What follows belongs to an exercise in optimizing a design on an open flow for small area; a production flow would make more cautious choices.
At most, simulation tests tie the RTL to the original design; equivalence was not proved.
No activity file was given, so power comes from the tool's default toggle rates. The clock port is modelled as an ideal driver; clocking choices that lean on that would not hold on a real chip.

Setup of main:
==> module ram_burst_ctrl, before the edit <==
module ram_burst_ctrl #(
  parameter int DATA_W = 32,
  parameter int ADDR_W = 9,
  parameter int BURST  = 16
) (
  input  logic                       clk,
  input  logic                       rst,
  input  logic                       cmd_valid,
  output logic                       cmd_ready,
  input  logic                       cmd_we,
  input  logic [ADDR_W-1:0]          cmd_addr,
  input  logic [5:0]                 cmd_len,
  input  logic                       wr_valid,
  output logic                       wr_ready,
  input  logic [DATA_W-1:0]          wr_data,
  output logic                       rd_valid,
  input  logic                       rd_ready,
  output logic [DATA_W-1:0]          rd_data,
  output logic                       rd_last,
  output logic                       busy,
  output logic                       done,
  output logic                       err,
  output logic                       ram_we,
  output logic [ADDR_W-1:0]          ram_addr,
  output logic [$clog2(BURST)-1:0]   ram_cnt,
  output logic [DATA_W*BURST-1:0]    ram_wdata,
  input  logic [DATA_W*BURST-1:0]    ram_rdata
);
  localparam logic [2:0] S_IDLE   = 3'd0;
  localparam logic [2:0] S_WFILL  = 3'd1;
  localparam logic [2:0] S_WBURST = 3'd2;
  localparam logic [2:0] S_RISSUE = 3'd3;
  localparam logic [2:0] S_RWAIT  = 3'd4;
  localparam logic [2:0] S_RDRAIN = 3'd5;
  logic [2:0]        r_state;
  logic [ADDR_W:0]   r_addr;    
  logic [5:0]        r_left;    
  logic [3:0]        r_idx;     
  logic              r_ended;   
  logic              r_err;
  logic [DATA_W-1:0] r_wbuf [BURST-1];
  logic [DATA_W-1:0] r_wlast;
  function automatic logic [4:0] f_inc4(input logic [3:0] x, input logic ci);
    logic c;
    c = ci;
    for (int i = 0; i < 4; i++) begin
      f_inc4[i] = x[i] ^ c;
      c = c & x[i];
    end
    f_inc4[4] = c;
  endfunction
  function automatic logic [5:0] f_inc6(input logic [5:0] x, input logic ci);
    logic c;
    c = ci;
    for (int i = 0; i < 6; i++) begin
      f_inc6[i] = x[i] ^ c;
      c = c & x[i];
    end
  endfunction
  function automatic logic [5:0] f_dec6(input logic [5:0] x, input logic bi);
    logic b;
    b = bi;
    for (int i = 0; i < 6; i++) begin
      f_dec6[i] = x[i] ^ b;
      b = b & ~x[i];
    end
  endfunction
  logic w_idle, w_fill, w_drain, w_wburst, w_accept;
  logic w_wr_hs, w_rd_hs, w_hs, w_last, w_wdone, w_idx15, w_chunk_end;
  logic w_cmd_oor, w_cnt_clamp;
  logic [4:0]      w_lo_inc;
  logic [ADDR_W:0] w_addr_inc;
  logic [3:0]      w_cnt;
  assign w_idle      = (r_state == S_IDLE);
  assign w_fill      = (r_state == S_WFILL);
  assign w_drain     = (r_state == S_RDRAIN);
  assign w_wburst    = (r_state == S_WBURST);
  assign w_accept    = w_idle && cmd_valid;
  assign w_wr_hs     = w_fill && wr_valid;
  assign w_rd_hs     = w_drain && rd_ready;
  assign w_hs        = w_wr_hs || w_rd_hs;
  assign w_last      = (r_left == '0);
  assign w_wdone     = r_left[5] && r_left[4];
  assign w_idx15     = (r_idx == 4'd15);
  assign w_chunk_end = w_idx15 || w_last;
  assign w_lo_inc   = f_inc4(r_addr[3:0], w_rd_hs);
  assign w_addr_inc = {f_inc6(r_addr[ADDR_W:4], w_lo_inc[4] | r_ended), w_lo_inc[3:0]};
  always_comb begin
    logic c;
    c = 1'b0;
    for (int i = 0; i < 6; i++) c = (cmd_addr[i] & cmd_len[i]) | (c & cmd_addr[i]) | (c & cmd_len[i]);
    w_cmd_oor = c & (&cmd_addr[8:6]);
  end
  always_ff @(posedge clk) begin
    if (rst) begin
      r_state <= S_IDLE;
      r_ended <= 1'b0;
      r_err   <= 1'b0;
    end else begin
      r_ended <= w_wburst || (w_rd_hs && w_last);
      case (r_state)
        S_IDLE: begin
          if (cmd_valid) begin
            r_err   <= w_cmd_oor;
            r_state <= cmd_we ? S_WFILL : S_RISSUE;
          end
        end
        S_WFILL:  if (wr_valid && w_chunk_end) r_state <= S_WBURST;
        S_WBURST: begin
          r_state <= w_wdone ? S_IDLE : S_WFILL;
        end
        S_RISSUE: r_state <= S_RWAIT;
        S_RWAIT:  r_state <= S_RDRAIN;
        S_RDRAIN: begin
          if (rd_ready) begin
            if (w_last) begin
              r_state <= S_IDLE;
            end else if (w_idx15) begin
              r_state <= S_RISSUE;
            end
          end
        end
        default: r_state <= S_IDLE;
      endcase
    end
  end
  always_ff @(posedge clk) begin
    r_addr <= w_accept ? {1'b0, cmd_addr} : w_addr_inc;
    r_left <= w_accept ? cmd_len : f_dec6(r_left, w_hs);
    r_idx  <= w_accept ? 4'd0 : f_inc4(r_idx, w_hs);
  end
  generate
    for (genvar gi = 0; gi < BURST - 1; gi++) begin : g_word
      always_ff @(posedge clk)
        if (w_wr_hs && (r_idx == gi)) r_wbuf[gi] <= wr_data;
      assign ram_wdata[gi*DATA_W +: DATA_W] = r_wbuf[gi];
    end
  endgenerate
  always_ff @(posedge clk) r_wlast <= wr_data;
  assign ram_wdata[(BURST-1)*DATA_W +: DATA_W] = r_wlast;
  assign w_cnt = {r_idx[3] ^ ~(r_idx[2] | r_idx[1] | r_idx[0]), r_idx[2] ^ ~(r_idx[1] | r_idx[0]),
                  ~(r_idx[1] ^ r_idx[0]), ~r_idx[0]};
  always_comb begin
    logic c;
    c = 1'b0;
    for (int i = 0; i < 4; i++) c = (r_addr[i] & w_cnt[i]) | (c & (r_addr[i] | w_cnt[i]));
    w_cnt_clamp = c & (&r_addr[ADDR_W-1:4]);
  end
  assign cmd_ready = w_idle;
  assign busy      = !w_idle;
  assign wr_ready  = w_fill;
  assign rd_valid  = w_drain;
  assign rd_data   = r_addr[ADDR_W] ? '0 : ram_rdata[DATA_W-1:0];
  assign rd_last   = w_last;
  assign done      = w_idle && r_ended;
  assign err       = r_err;
  assign ram_we    = w_wburst && !r_addr[ADDR_W];
  assign ram_addr  = w_addr_inc[ADDR_W-1:0];
  assign ram_cnt   = w_cnt_clamp ? ~r_addr[3:0] : w_cnt;
endmodule
Settings: LEC_CHECK=0, CAP_MARGIN=10, CORE_AREA=4 4 216 216, DIE_AREA=0 0 220 220, SLEW_MARGIN=10; clock period 7.0 ns.
standard.sh (not shown) runs the stock make flow with config.mk's settings and CLKGATE_MAP_FILE= SYNTH_SCRIPT=/design/flow/synth_recipe.tcl, a recipe that flattens the netlist after the stock synthesis.
==> flow/flow/run.sh <==
#!/bin/bash
# Standard layout, with the port buffers made from the smallest buffer cell and a leaner clock tree.
set -e
export BUFFER_PORTS_ARGS="-buffer_cell sky130_fd_sc_hd__buf_1"
export PLACE_PINS_ARGS="-min_distance 1 -min_distance_in_tracks"
export REMOVE_ABC_BUFFERS=1
export CTS_ARGS="-sink_clustering_enable -repair_clock_nets -dont_use_dummy_load -buf_list sky130_fd_sc_hd__clkbuf_16 -sink_clustering_size 30 -sink_clustering_max_diameter 110"
bash standard.sh > standard.log 2>&1
## Diff of input files: the feature branch against main
--- a/flow/design.v
+++ b/flow/design.v
@@ -88,7 +88,7 @@
   always_comb begin
     logic c;
     c = 1'b0;
-    for (int i = 0; i < 6; i++) c = (cmd_addr[i] & cmd_len[i]) | (c & cmd_addr[i]) | (c & cmd_len[i]);
+    for (int i = 0; i < 6; i++) c = (cmd_addr[i] & cmd_len[i]) | (c & (cmd_addr[i] | cmd_len[i]));
     w_cmd_oor = c & (&cmd_addr[8:6]);
   end
   always_ff @(posedge clk) begin
@@ -138,8 +138,7 @@
   endgenerate
   always_ff @(posedge clk) r_wlast <= wr_data;
   assign ram_wdata[(BURST-1)*DATA_W +: DATA_W] = r_wlast;
-  assign w_cnt = {r_idx[3] ^ ~(r_idx[2] | r_idx[1] | r_idx[0]), r_idx[2] ^ ~(r_idx[1] | r_idx[0]),
-                  ~(r_idx[1] ^ r_idx[0]), ~r_idx[0]};
+  assign w_cnt = r_idx - 1'b1;
   always_comb begin
     logic c;
     c = 1'b0;
[summary]
The feature branch reached the final stage; the timing, DRC and antenna checks on its layout passed.
From main to the feature branch the numbers moved as follows: number of distinct standard cells referenced by the synthesized netlist shows an increase of about 7%, total via count in the routed design increased 203, utilization shows an increase of 0.17 points.
The feature branch vs main: number of violations reported at the end of detailed-routing iteration 0 down by more than 10%
The feature branch against main: power attributed to sequential cells level; total length of routed wires now sits higher; global routing met2 resource utilization grew by 2.4 points.

========
== nickel ==
ram_burst_ctrl again, from the RTL that the note above started with.
Settings: LEC_CHECK=0, CAP_MARGIN=10, CORE_AREA=4 4 181 181, DIE_AREA=0 0 185 185, SLEW_MARGIN=10; clock period 7.0 ns.
Scripts as last shown in full above: flow/flow/run.sh
nickel ended with every stage complete and zero timing, DRC or antenna violations.
## Diff of input files: indigo against nickel
-- flow/design.v --
<<< nickel, line 28
);
  localparam logic [2:0] S_IDLE   = 3'd0;
  localparam logic [2:0] S_WFILL  = 3'd1;
  localparam logic [2:0] S_WBURST = 3'd2;
  localparam logic [2:0] S_RISSUE = 3'd3;
  localparam logic [2:0] S_RWAIT  = 3'd4;
  localparam logic [2:0] S_RDRAIN = 3'd5;
  logic [2:0]        r_state;
>>> indigo, line 28
);
  localparam logic [2:0] S_IDLE   = 3'd0;
  localparam logic [2:0] S_WFILL  = 3'd2;
  localparam logic [2:0] S_WBURST = 3'd6;
  localparam logic [2:0] S_RISSUE = 3'd1;
  localparam logic [2:0] S_RWAIT  = 3'd3;
  localparam logic [2:0] S_RDRAIN = 3'd5;
  logic [2:0]        r_state;
==> comparison <==
Compared with nickel, in indigo leakage power of the design moved down, detailed-routing iteration count for the pre-antenna-repair pass level. In indigo relative to nickel, combinational power had gone down by more than a quarter. Global-route wire length before repair in indigo is 1.6% higher than in nickel. The lower via count of nickel and indigo is in nickel. Global-route congestion overflow total: nickel vs indigo, no meaningful difference. indigo has gate count after technology mapping below what nickel had. Diff indigo..nickel | number of buffers on the longest clock path | negligible.
For indigo, only the layout was checked, not whether the RTL still works.

========
ram_burst_ctrl, a different RTL version from the one above (not shown whole).
For scale: roughly 540 flip-flops, ~17000 um^2 of cells after synthesis.
==> module ram_burst_ctrl, before the edit <==
module ram_burst_ctrl #(
  parameter int DATA_W = 32,
  parameter int ADDR_W = 9,
  parameter int BURST  = 16
) (
  input  logic                       clk,
  input  logic                       rst,
  input  logic                       cmd_valid,
  output logic                       cmd_ready,
  input  logic                       cmd_we,
  input  logic [ADDR_W-1:0]          cmd_addr,
  input  logic [5:0]                 cmd_len,
  input  logic                       wr_valid,
  output logic                       wr_ready,
  input  logic [DATA_W-1:0]          wr_data,
  output logic                       rd_valid,
  input  logic                       rd_ready,
  output logic [DATA_W-1:0]          rd_data,
  output logic                       rd_last,
  output logic                       busy,
  output logic                       done,
  output logic                       err,
  output logic                       ram_we,
  output logic [ADDR_W-1:0]          ram_addr,
  output logic [$clog2(BURST)-1:0]   ram_cnt,
  output logic [DATA_W*BURST-1:0]    ram_wdata,
  input  logic [DATA_W*BURST-1:0]    ram_rdata
);
  localparam logic [2:0] S_IDLE   = 3'd0;
  localparam logic [2:0] S_WFILL  = 3'd1;
  localparam logic [2:0] S_WBURST = 3'd2;
  localparam logic [2:0] S_RISSUE = 3'd3;
  localparam logic [2:0] S_RWAIT  = 3'd4;
  localparam logic [2:0] S_RDRAIN = 3'd5;
  logic [2:0]        r_state;
  logic [ADDR_W:0]   r_addr;    
  logic [5:0]        r_left;    
  logic [3:0]        r_idx;     
  logic              r_done;
  logic              r_wnext;
  logic              r_err;
  logic [DATA_W-1:0] r_wbuf [BURST-1];
  logic [DATA_W-1:0] r_wlast;
  function automatic logic [4:0] f_inc4(input logic [3:0] x, input logic ci);
    logic c;
    c = ci;
    for (int i = 0; i < 4; i++) begin
      f_inc4[i] = x[i] ^ c;
      c = c & x[i];
    end
    f_inc4[4] = c;
  endfunction
  function automatic logic [5:0] f_inc6(input logic [5:0] x, input logic ci);
    logic c;
    c = ci;
    for (int i = 0; i < 6; i++) begin
      f_inc6[i] = x[i] ^ c;
      c = c & x[i];
    end
  endfunction
  function automatic logic [5:0] f_dec6(input logic [5:0] x, input logic bi);
    logic b;
    b = bi;
    for (int i = 0; i < 6; i++) begin
      f_dec6[i] = x[i] ^ b;
      b = b & ~x[i];
    end
  endfunction
  logic w_idle, w_fill, w_drain, w_wburst, w_accept;
  logic w_wr_hs, w_rd_hs, w_hs, w_last, w_wdone, w_idx15, w_chunk_end;
  logic w_cmd_oor, w_cnt_clamp;
  logic [4:0]      w_lo_inc;
  logic [ADDR_W:0] w_addr_inc;
  logic [3:0]      w_cnt;
  assign w_idle      = (r_state == S_IDLE);
  assign w_fill      = (r_state == S_WFILL);
  assign w_drain     = (r_state == S_RDRAIN);
  assign w_wburst    = (r_state == S_WBURST);
  assign w_accept    = w_idle && cmd_valid;
  assign w_wr_hs     = w_fill && wr_valid;
  assign w_rd_hs     = w_drain && rd_ready;
  assign w_hs        = w_wr_hs || w_rd_hs;
  assign w_last      = (r_left == '0);
  assign w_wdone     = r_left[5] && r_left[4];
  assign w_idx15     = (r_idx == 4'd15);
  assign w_chunk_end = w_idx15 || w_last;
  assign w_lo_inc   = f_inc4(r_addr[3:0], w_rd_hs);
  assign w_addr_inc = {f_inc6(r_addr[ADDR_W:4], w_lo_inc[4] | r_wnext), w_lo_inc[3:0]};
  always_comb begin
    logic c;
    c = 1'b0;
    for (int i = 0; i < 6; i++) c = (cmd_addr[i] & cmd_len[i]) | (c & (cmd_addr[i] | cmd_len[i]));
    w_cmd_oor = c & (&cmd_addr[8:6]);
  end
  always_ff @(posedge clk) begin
    if (rst) begin
      r_state <= S_IDLE;
      r_done  <= 1'b0;
      r_err   <= 1'b0;
    end else begin
      r_done <= 1'b0;
      case (r_state)
        S_IDLE: begin
          if (cmd_valid) begin
            r_err   <= w_cmd_oor;
            r_state <= cmd_we ? S_WFILL : S_RISSUE;
          end
        end
        S_WFILL:  if (wr_valid && w_chunk_end) r_state <= S_WBURST;
        S_WBURST: begin
          r_state <= w_wdone ? S_IDLE : S_WFILL;
          r_done  <= w_wdone;
        end
        S_RISSUE: r_state <= S_RWAIT;
        S_RWAIT:  r_state <= S_RDRAIN;
        S_RDRAIN: begin
          if (rd_ready) begin
            if (w_last) begin
              r_state <= S_IDLE;
              r_done  <= 1'b1;
            end else if (w_idx15) begin
              r_state <= S_RISSUE;
            end
          end
        end
        default: r_state <= S_IDLE;
      endcase
    end
  end
  always_ff @(posedge clk) begin
    r_addr <= w_accept ? {1'b0, cmd_addr} : w_addr_inc;
    r_left <= w_accept ? cmd_len : f_dec6(r_left, w_hs);
    r_idx  <= w_accept ? 4'd0 : f_inc4(r_idx, w_hs);
    r_wnext <= w_wburst;
  end
  generate
    for (genvar gi = 0; gi < BURST - 1; gi++) begin : g_word
      always_ff @(posedge clk)
        if (w_wr_hs && (r_idx == gi)) r_wbuf[gi] <= wr_data;
      assign ram_wdata[gi*DATA_W +: DATA_W] = r_wbuf[gi];
    end
  endgenerate
  always_ff @(posedge clk) r_wlast <= wr_data;
  assign ram_wdata[(BURST-1)*DATA_W +: DATA_W] = r_wlast;
  assign w_cnt = r_idx - 1'b1;
  always_comb begin
    logic c;
    c = 1'b0;
    for (int i = 0; i < 4; i++) c = (r_addr[i] & w_cnt[i]) | (c & (r_addr[i] | w_cnt[i]));
    w_cnt_clamp = c & (&r_addr[ADDR_W-1:4]);
  end
  assign cmd_ready = w_idle;
  assign busy      = !w_idle;
  assign wr_ready  = w_fill;
  assign rd_valid  = w_drain;
  assign rd_data   = r_addr[ADDR_W] ? '0 : ram_rdata[DATA_W-1:0];
  assign rd_last   = w_last;
  assign done      = r_done;
  assign err       = r_err;
  assign ram_we    = w_wburst && !r_addr[ADDR_W];
  assign ram_addr  = w_addr_inc[ADDR_W-1:0];
  assign ram_cnt   = w_cnt_clamp ? ~r_addr[3:0] : w_cnt;
endmodule
Settings: LEC_CHECK=0, CAP_MARGIN=10, CORE_AREA=4 4 246 246, DIE_AREA=0 0 250 250, SLEW_MARGIN=10; clock period 7.0 ns.
Scripts as last shown in full above: flow/flow/run.sh
==> next run, changes <==
--- a/flow/design.v
+++ b/flow/design.v
@@ -35,10 +35,9 @@
   logic [2:0]        r_state;
   logic [ADDR_W:0]   r_addr;    
   logic [5:0]        r_left;    
   logic [3:0]        r_idx;     
-  logic              r_done;
-  logic              r_wnext;
+  logic              r_ended;   
   logic              r_err;
   logic [DATA_W-1:0] r_wbuf [BURST-1];
   logic [DATA_W-1:0] r_wlast;
   function automatic logic [4:0] f_inc4(input logic [3:0] x, input logic ci);
@@ -84,9 +83,9 @@
   assign w_wdone     = r_left[5] && r_left[4];
   assign w_idx15     = (r_idx == 4'd15);
   assign w_chunk_end = w_idx15 || w_last;
   assign w_lo_inc   = f_inc4(r_addr[3:0], w_rd_hs);
-  assign w_addr_inc = {f_inc6(r_addr[ADDR_W:4], w_lo_inc[4] | r_wnext), w_lo_inc[3:0]};
+  assign w_addr_inc = {f_inc6(r_addr[ADDR_W:4], w_lo_inc[4] | r_ended), w_lo_inc[3:0]};
   always_comb begin
     logic c;
     c = 1'b0;
     for (int i = 0; i < 6; i++) c = (cmd_addr[i] & cmd_len[i]) | (c & (cmd_addr[i] | cmd_len[i]));
@@ -94,12 +93,12 @@
   end
   always_ff @(posedge clk) begin
     if (rst) begin
       r_state <= S_IDLE;
-      r_done  <= 1'b0;
+      r_ended <= 1'b0;
       r_err   <= 1'b0;
     end else begin
-      r_done <= 1'b0;
+      r_ended <= w_wburst || (w_rd_hs && w_last);
       case (r_state)
         S_IDLE: begin
           if (cmd_valid) begin
             r_err   <= w_cmd_oor;
@@ -108,17 +107,15 @@
         end
         S_WFILL:  if (wr_valid && w_chunk_end) r_state <= S_WBURST;
         S_WBURST: begin
           r_state <= w_wdone ? S_IDLE : S_WFILL;
-          r_done  <= w_wdone;
         end
         S_RISSUE: r_state <= S_RWAIT;
         S_RWAIT:  r_state <= S_RDRAIN;
         S_RDRAIN: begin
           if (rd_ready) begin
             if (w_last) begin
               r_state <= S_IDLE;
-              r_done  <= 1'b1;
             end else if (w_idx15) begin
               r_state <= S_RISSUE;
             end
           end
@@ -130,9 +127,8 @@
   always_ff @(posedge clk) begin
     r_addr <= w_accept ? {1'b0, cmd_addr} : w_addr_inc;
     r_left <= w_accept ? cmd_len : f_dec6(r_left, w_hs);
     r_idx  <= w_accept ? 4'd0 : f_inc4(r_idx, w_hs);
-    r_wnext <= w_wburst;
   end
   generate
     for (genvar gi = 0; gi < BURST - 1; gi++) begin : g_word
       always_ff @(posedge clk)
@@ -154,9 +150,9 @@
   assign wr_ready  = w_fill;
   assign rd_valid  = w_drain;
   assign rd_data   = r_addr[ADDR_W] ? '0 : ram_rdata[DATA_W-1:0];
   assign rd_last   = w_last;
-  assign done      = r_done;
+  assign done      = w_idle && r_ended;
   assign err       = r_err;
   assign ram_we    = w_wburst && !r_addr[ADDR_W];
   assign ram_addr  = w_addr_inc[ADDR_W-1:0];
   assign ram_cnt   = w_cnt_clamp ? ~r_addr[3:0] : w_cnt;
Effect: The changed run completed with no timing, DRC or antenna violations. Wire length came out higher by 2.1%. Non-clock buffer count is higher by 1. Cell area hardly moves. Die area is unchanged. Core utilization hardly moves. Combinational power goes up by about 2%. Via count increases by 2.1%. Count of clock-buffer cells in the layout rose by 1. Sequential power hardly moves. Setup slack is better by 0.0052 ns.
No functional check of the RTL was part of the first run of this note.

[afterwards: timing with drivers on the ports]
Ports are ideal in the flow. The routed layouts listed here were re-timed in OpenROAD.
Step 1 assumes that a clkbuf_16 drives the clock port and a buf_2 every other input.
Step 2 moves the port delays by t, midway between the first and last clock arrival at a register: inputs arrive t later, outputs are due t later. That takes back most of the time a late clock gives input paths.
Slacks: ideal / step 1 / step 2; pairs: ideal / step 1.
| run | t (ns) | setup slack, ns | worst hold slack (ns) | pins driven straight from the clock port |
|---|---|---|---|---|
| main | 0.591 | 1.660 / 1.623 / 1.623 | 0.520 / 0.520 / 0.520 | 1 |
| the feature branch | 0.590 | 1.593 / 1.563 / 1.563 | 0.565 / 0.565 / 0.565 | 1 |
| nickel | 0.591 | 1.747 / 1.677 / 1.677 | 0.498 / 0.498 / 0.498 | 1 |
| indigo | 0.591 | 1.727 / 1.660 / 1.660 | 0.498 / 0.498 / 0.498 | 1 |
| the first run of note 3 | 0.586 | 1.633 / 1.580 / 1.580 | 0.515 / 0.515 / 0.515 | 1 |
| the second run of note 3 | 0.596 | 1.639 / 1.604 / 1.604 | 0.573 / 0.573 / 0.573 | 1 |
After both steps setup and hold are still met in every run listed. For nickel, which loses most, drivers alone change the setup slack by -0.070 ns; drivers and shift together by -0.070 ns.
